This design comes from an exercise in tuning for small area on the open sky130 flow, not from production work.
The RTL was checked by simulation tests, not by an equivalence proof against the original design.
Power is estimated from default activity; no workload was simulated. The clock port is modelled as an ideal driver; clocking choices that lean on that would not hold on a real chip.

lane 1:
==> flow/design.v <==
`default_nettype none
package cpuPkg;
	typedef logic [32-1:0] word_t;
	typedef logic [12-1:0] pcAddr_t;
	typedef logic [5-1:0] regAddr_t;
	typedef enum logic [8-1:0] {
		opNop = 8'h00,
		opAdd = 8'h01,
		opSub = 8'h02,
		opMul = 8'h03,
		opXor = 8'h04,
		opOr = 8'h05,
		opAnd = 8'h06,
		opSll = 8'h07,
		opSra = 8'h08,
		opSrl = 8'h09,
		opSle = 8'h0A,
		opAddi = 8'h10,
		opSlli = 8'h11,
		opLw = 8'h20,
		opSw = 8'h21
	} opcode_t;
	typedef enum logic [3:0] {
		aluAdd, aluSub, aluMul, aluXor, aluOr,
		aluAnd, aluSll, aluSra, aluSrl, aluSle
	} aluOp_t;
	typedef enum logic [1:0] {srcReg, srcImm, srcShamt} operandSrc_t;
endpackage
`default_nettype wire
`default_nettype none
module cpuCore (
	input wire logic clk,
	input wire logic reset,
	input wire logic icacheReady,
	input wire logic [31:0] icacheInstr,
	output logic [11:0] icacheAddress,
	output logic icacheRequest,
	input wire logic dcacheReady,
	input wire logic [31:0] dcacheReadData,
	output logic [11:0] dcacheAddress,
	output logic dcacheRead,
	output logic dcacheWrite,
	output logic [31:0] dcacheWriteData
);
	localparam logic [3:0] cNop = 4'd0, cAdd = 4'd1, cSub = 4'd2, cMul = 4'd3,
		cXor = 4'd4, cOr = 4'd5, cAnd = 4'd6, cSll = 4'd7, cSra = 4'd8,
		cSrl = 4'd9, cSle = 4'd10, cAddi = 4'd11, cSlli = 4'd12, cLw = 4'd13,
		cSw = 4'd14;
	logic [32*10-1:0] bank0;
	logic [32*11-1:0] bank1;
	logic [32*10-1:0] bank2;
	logic [4:0] h1;
	logic [3:0] hc;
	logic [9:0] pc;
	logic irValid;
	logic [3:0] cls;
	logic [4:0] rd, ra;
	logic [13:0] fld;  
	logic aOk, bOk;
	logic [31:0] a, b, r;
	logic pendValid;
	logic [4:0] pendRd;
	logic [3:0] fCls;
	always_comb begin
		case (icacheInstr[7:0])
			8'h01: fCls = cAdd;
			8'h02: fCls = cSub;
			8'h03: fCls = cMul;
			8'h04: fCls = cXor;
			8'h05: fCls = cOr;
			8'h06: fCls = cAnd;
			8'h07: fCls = cSll;
			8'h08: fCls = cSra;
			8'h09: fCls = cSrl;
			8'h0A: fCls = cSle;
			8'h10: fCls = cAddi;
			8'h11: fCls = cSlli;
			8'h20: fCls = cLw;
			8'h21: fCls = cSw;
			default: fCls = cNop;
		endcase
	end
	logic fNeedB;
	assign fNeedB = (fCls <= cSle && fCls != cNop) || fCls == cSw;
	logic we0, we1, we2, weAny;
	assign we0 = pendValid && pendRd == {hc, 1'b1};
	assign we1 = pendValid && pendRd == h1;
	assign we2 = pendValid && pendRd == {hc, 1'b0};
	assign weAny = we0 || we1 || we2;
	logic [31:0] tail0, tail1, tail2;
	assign tail0 = we0 ? r : bank0[31:0];
	assign tail1 = we1 ? r : bank1[31:0];
	assign tail2 = we2 ? r : bank2[31:0];
	always_ff @(posedge clk) begin
		bank0 <= {tail0, bank0[32*10-1:32]};
		bank1 <= {tail1, bank1[32*11-1:32]};
		bank2 <= {tail2, bank2[32*10-1:32]};
	end
	always_ff @(posedge clk) begin
		if (reset) begin
			h1 <= 5'd1;
			hc <= 4'd1;
		end else begin
			h1 <= (h1 == 5'd31) ? 5'd1 : (h1 == 5'd1) ? 5'd22 : h1 + 5'd1;
			hc <= (hc == 4'd10) ? 4'd1 : hc + 4'd1;
		end
	end
	logic [4:0] rbSel;
	assign rbSel = (cls == cSw) ? rd : fld[13:9];
	logic aHit, bHit;
	logic [31:0] tA, tB;
	logic aC, bC, a1, b1;
	assign aC = ra[4:1] == hc;
	assign bC = rbSel[4:1] == hc;
	assign a1 = ra == h1;
	assign b1 = rbSel == h1;
	assign aHit = ra == 5'd0 || aC || a1;
	assign bHit = rbSel == 5'd0 || bC || b1;
	assign tA = ({32{aC && ra[0]}} & tail0) | ({32{a1}} & tail1) | ({32{aC && !ra[0]}} & tail2);
	assign tB = ({32{bC && rbSel[0]}} & tail0) | ({32{b1}} & tail1) | ({32{bC && !rbSel[0]}} & tail2);
	logic capA, capB;
	assign capA = irValid && !aOk && aHit;
	assign capB = irValid && !bOk && bHit;
	logic ready, rFree;
	assign ready = irValid && aOk && bOk;
	assign rFree = !pendValid || weAny;
	logic isMul, isSll, isShr, isAlu;
	assign isMul = cls == cMul;
	assign isSll = cls == cSll || cls == cSlli;
	assign isShr = cls == cSra || cls == cSrl;
	assign isAlu = cls == cAdd || cls == cSub || cls == cXor || cls == cOr ||
		cls == cAnd || cls == cSle || cls == cAddi;
	logic started;  
	logic mulStep, mulDone, shStep, loadR, done, writesRd;
	assign mulStep = ready && (isMul || isSll) && (started || rFree);
	assign mulDone = mulStep && (started ? cnt[4:1] == 4'd1 : cnt[4:1] == 4'd0);
	assign shStep = ready && isShr && cnt != 5'd0;
	assign dcacheRead = ready && cls == cLw && rFree;
	assign dcacheWrite = ready && cls == cSw;
	assign loadR = (ready && isAlu && rFree) ||
		(ready && isShr && cnt == 5'd0 && rFree) ||
		(dcacheRead && dcacheReady);
	assign done = (irValid && cls == cNop) || loadR || mulDone || dcacheWrite;
	assign writesRd = cls != cSw && cls != cNop;
	logic [31:0] immExt;
	assign immExt = {{18{fld[13]}}, fld};
	logic mulR, m30, m31, eB, eNB, eI, cin, sS, sC, sSum, sSle;
	assign mulR = started;
	assign m30 = isMul ? b[30] : isSll ? !started && !cnt[0] : 1'b1;
	assign m31 = isMul ? b[31] : isSll && !started && cnt[0];
	assign eB = cls == cAdd || cls == cXor || cls == cOr || cls == cAnd;
	assign eNB = cls == cSub || cls == cSle;
	assign eI = cls == cAddi || cls == cLw || cls == cSw;
	assign cin = cls == cSub;
	assign sS = cls == cXor || cls == cOr;
	assign sC = cls == cAnd || cls == cOr;
	assign sSle = cls == cSle;
	assign sSum = !(sS || sC || sSle);
	logic [31:0] x0, x1, x2, cs, cc, cc1, sum;
	logic [32:0] k;
	assign x0 = ({32{mulR}} & {r[29:0], 2'b00}) | ({32{eNB}} & ~b);
	assign x1 = {32{m30}} & a;
	assign x2 = ({32{m31}} & {a[30:0], 1'b0}) | ({32{eB}} & b) | ({32{eI}} & immExt);
	assign cs = x0 ^ x1 ^ x2;
	assign cc = (x0 & x1) | (x0 & x2) | (x1 & x2);
	assign cc1 = {cc[30:0], cin};
	assign k[0] = 1'b0;
	genvar gi;
	generate
		for (gi = 0; gi < 32; gi++) begin : ripple
			assign sum[gi] = cs[gi] ^ cc1[gi] ^ k[gi];
			assign k[gi+1] = (cs[gi] & cc1[gi]) | (cs[gi] & k[gi]) | (cc1[gi] & k[gi]);
		end
	endgenerate
	logic gt;
	assign gt = k[32] ^ cc[31];
	logic [31:0] res;
	assign res = ({32{sSum}} & sum) | ({32{sS}} & cs) | ({32{sC}} & cc) | {31'd0, sSle & !gt};
	assign dcacheAddress = sum[11:0];
	assign dcacheWriteData = b;
	logic fetch;
	assign fetch = (!irValid || done) && icacheReady;
	assign icacheAddress = {pc, 2'b00};
	assign icacheRequest = !reset;
	always_ff @(posedge clk) begin
		if (reset) begin
			pc <= 10'd0;
			irValid <= 1'b0;
		end else begin
			if (fetch)
				pc <= pc + 10'd1;
			if (fetch)
				irValid <= 1'b1;
			else if (done)
				irValid <= 1'b0;
		end
	end
	logic [4:0] cnt;
	assign cnt = fld[13:9];
	always_ff @(posedge clk) begin
		if (fetch) begin
			cls <= fCls;
			rd <= icacheInstr[31:27];
			ra <= icacheInstr[26:22];
			fld[8:0] <= icacheInstr[16:8];
		end
	end
	always_ff @(posedge clk) begin
		if (fetch) begin
			aOk <= 1'b0;
			bOk <= !fNeedB;
		end else begin
			if (capA)
				aOk <= 1'b1;
			if (capB)
				bOk <= 1'b1;
		end
	end
	always_ff @(posedge clk) begin
		if (fetch)
			fld[13:9] <= (fCls == cSlli) ? icacheInstr[16:12] : icacheInstr[21:17];
		else if (capB && cls == cMul)
			fld[13:9] <= 5'd31;
		else if (capB && (cls == cSll || cls == cSra || cls == cSrl))
			fld[13:9] <= tB[4:0];
		else if ((mulStep && started) || shStep)
			fld[13:9] <= (cnt[4:1] == 4'd0) ? 5'd0 : cnt - 5'd2;
	end
	always_ff @(posedge clk) begin
		if (fetch)
			started <= 1'b0;
		else if (mulStep)
			started <= 1'b1;
	end
	logic fill, sR1, sR2;
	assign fill = cls == cSra && a[31];
	assign sR2 = shStep && cnt != 5'd1;
	assign sR1 = shStep && cnt == 5'd1;
	logic [31:0] aNext;
	assign aNext = ({32{capA}} & tA) |
		({32{sR2}} & {{2{fill}}, a[31:2]}) | ({32{sR1}} & {fill, a[31:1]});
	always_ff @(posedge clk) begin
		a <= aNext | ({32{!(capA || shStep)}} & a);
	end
	always_ff @(posedge clk) begin
		if (capB || mulStep)
			b <= ({32{capB}} & tB) | ({32{!capB}} & {b[29:0], 2'b00});
	end
	always_ff @(posedge clk) begin
		if (dcacheRead && dcacheReady)
			r <= dcacheReadData;
		else if (loadR || mulStep)
			r <= res;
	end
	always_ff @(posedge clk) begin
		if (reset)
			pendValid <= 1'b0;
		else if (done && writesRd && rd != 5'd0)
			pendValid <= 1'b1;
		else if (weAny)
			pendValid <= 1'b0;
	end
	always_ff @(posedge clk) begin
		if (done && writesRd)
			pendRd <= rd;
	end
endmodule
`default_nettype wire
export LEC_CHECK = 0
export CAP_MARGIN = 20
export CORE_MARGIN = 2
export CORE_UTILIZATION = 40
export GPL_TIMING_DRIVEN = 0
export SLEW_MARGIN = 20
export SYNTH_MEMORY_MAX_BITS = 65536
create_clock -name core_clock -period 20.0 [get_ports {clk}]
standard.sh (not shown) runs the stock make flow with config.mk's settings and CLKGATE_MAP_FILE= SYNTH_SCRIPT=/design/flow/synth_recipe.tcl, a recipe that flattens the netlist after the stock synthesis.
==> flow/flow/run.sh <==
#!/bin/bash
# The standard layout (standard.sh), with three changes:
#  - synthesis: the standard flow's own synthesis script, except that the ABC step maps for
#    area with flow/abc_area.script instead of ORFS's speed script (registers,
#    their names and the rest of the synthesis are unchanged);
#  - clock tree: no dummy loads, and clusters of up to 30 flip-flops per leaf buffer;
#  - ports buffered with buf_1 instead of the larger cell buffer_ports picks by itself.
# make's full output goes to standard.log; ORFS's per-step logs stay under orfs/logs.
set -euo pipefail
W=$PWD
# ORFS's synth.tcl, with the ABC script swapped just before ABC runs
sed 's#^\(\s*\)log_cmd abc {\*}\$abc_args#\1lset abc_args 1 '"$W"'/flow/abc_area.script\n\1log_cmd abc {*}$abc_args#' \
	"$FLOW_HOME/scripts/synth.tcl" > "$W/synth_area.tcl"
grep -q "abc_area.script" "$W/synth_area.tcl"
# The standard flow's synthesis script, sourcing that copy
sed 's#source \$::env(SCRIPTS_DIR)/synth.tcl#source '"$W"'/synth_area.tcl#' "$W/synth_recipe.tcl" > "$W/synth_recipe_area.tcl"
grep -q "synth_area.tcl" "$W/synth_recipe_area.tcl"
# standard.sh, with that synthesis script
sed 's#SYNTH_SCRIPT=[^ ]*#SYNTH_SCRIPT='"$W"'/synth_recipe_area.tcl#' "$W/standard.sh" > "$W/standard_area.sh"
grep -q "synth_recipe_area.tcl" "$W/standard_area.sh"
export CTS_ARGS="-sink_clustering_enable -repair_clock_nets -dont_use_dummy_load -sink_clustering_size 30 -sink_clustering_max_diameter 100"
export BUFFER_PORTS_ARGS="-buffer_cell sky130_fd_sc_hd__buf_1"
bash "$W/standard_area.sh" > standard.log 2>&1
==> flow/flow/abc_area.script <==
strash
dc2
dch -f
amap
strash
dc2
dch -f
amap
strash
dc2
dch -f
amap
strash
dc2
dch -f
amap
strash
dch -f
amap
topo
stime -c
dnsize -c
Input-level comparison between lane 2 and lane 1:
- a deleted GPL_TIMING_DRIVEN that had been 0
- a change of CORE_UTILIZATION from 40 to 55
## What came out
- In the tables for lane 2 and lane 1, chip width reads higher with lane 1.
- Register share of the cell area: lane 2 vs lane 1 up 2.0 points
- Diff lane 1 -> lane 2: share of the clock period used by the worst path down 2.1 points, minimum period implied by the final worst setup slack decreased 0.41 ns.
- Lane 2: clock share of power is 0.3 points lower than what lane 1 reported.
- The fraction of power consumed by combinational cells on lane 2 is in line with that on lane 1.
## Diff of input files: lane 3 against lane 2
- CORE_UTILIZATION now 40, was 55
==> flow/flow/abc_area.script <==
strash
dc2
dch -f
amap
strash
dc2
dch -f
amap
strash
dc2
dch -f
amap
topo
stime -c
dnsize -c
Findings:
Lane 3 ends up with a count of inserted tapcells that is about 38% higher than in lane 2. Wire length grows by a few percent when moving from lane 2 to lane 3. Sort lane 2 and lane 3 by cell area asc -> top: lane 2.
### lane 3 -> lane 4
- a change of CAP_MARGIN from 20 to 0
- a change of SLEW_MARGIN from 20 to 0
==> run notes <==
The synthesis-to-finish area growth on lane 3 is in line with that on lane 4.
Diff lane 3..lane 4 | post-detailed-route via-to-cell ratio | negligible
Lane 3 and lane 4 ended up with nearly the same non-clock buffering overhead in the final layout.
Compared lane 4 against lane 3; post-route cell area within noise.
Largest buffer count on any clock path came out exactly the same in lane 3 and lane 4.
On net switching power, lane 4 tracks lane 3 almost exactly.
Comparing lane 4 against lane 3, there is no change at all in global routing met1 resource utilization.
Looking at final critical-path setup slack, lane 4 sits 0.0038 ns lower than lane 3 does.

what the ideal ports hide:
No port has a modelled driver above. Below, the same layouts with a new extraction and two added sets of constraints.
Step 1 (the two cells are an assumption about what drives the block):
set clk [get_ports {clk}]
set_driving_cell -lib_cell sky130_fd_sc_hd__clkbuf_16 $clk
set_driving_cell -lib_cell sky130_fd_sc_hd__buf_2 [delete_from_list [all_inputs] $clk]
Step 2 moves the port delays by t, midway between the first and last clock arrival at a register: inputs arrive t later, outputs are due t later. That takes back most of the time a late clock gives input paths.
Three values: ideal ports, drivers, drivers and shift; two values: the first two.
run	t, ns	setup slack, ns	clock arrival spread, ns	worst register clock-pin slew, ns
lane 1	0.647	1.893 / 1.893 / 1.893	0.104 / 0.104	0.12 / 0.12
lane 2	0.653	2.304 / 2.304 / 2.304	0.070 / 0.070	0.12 / 0.12
lane 3	0.657	1.960 / 1.960 / 1.960	0.060 / 0.061	0.11 / 0.11
lane 4	0.656	1.956 / 1.956 / 1.956	0.060 / 0.060	0.11 / 0.11
After both steps setup and hold are still met in every run listed.
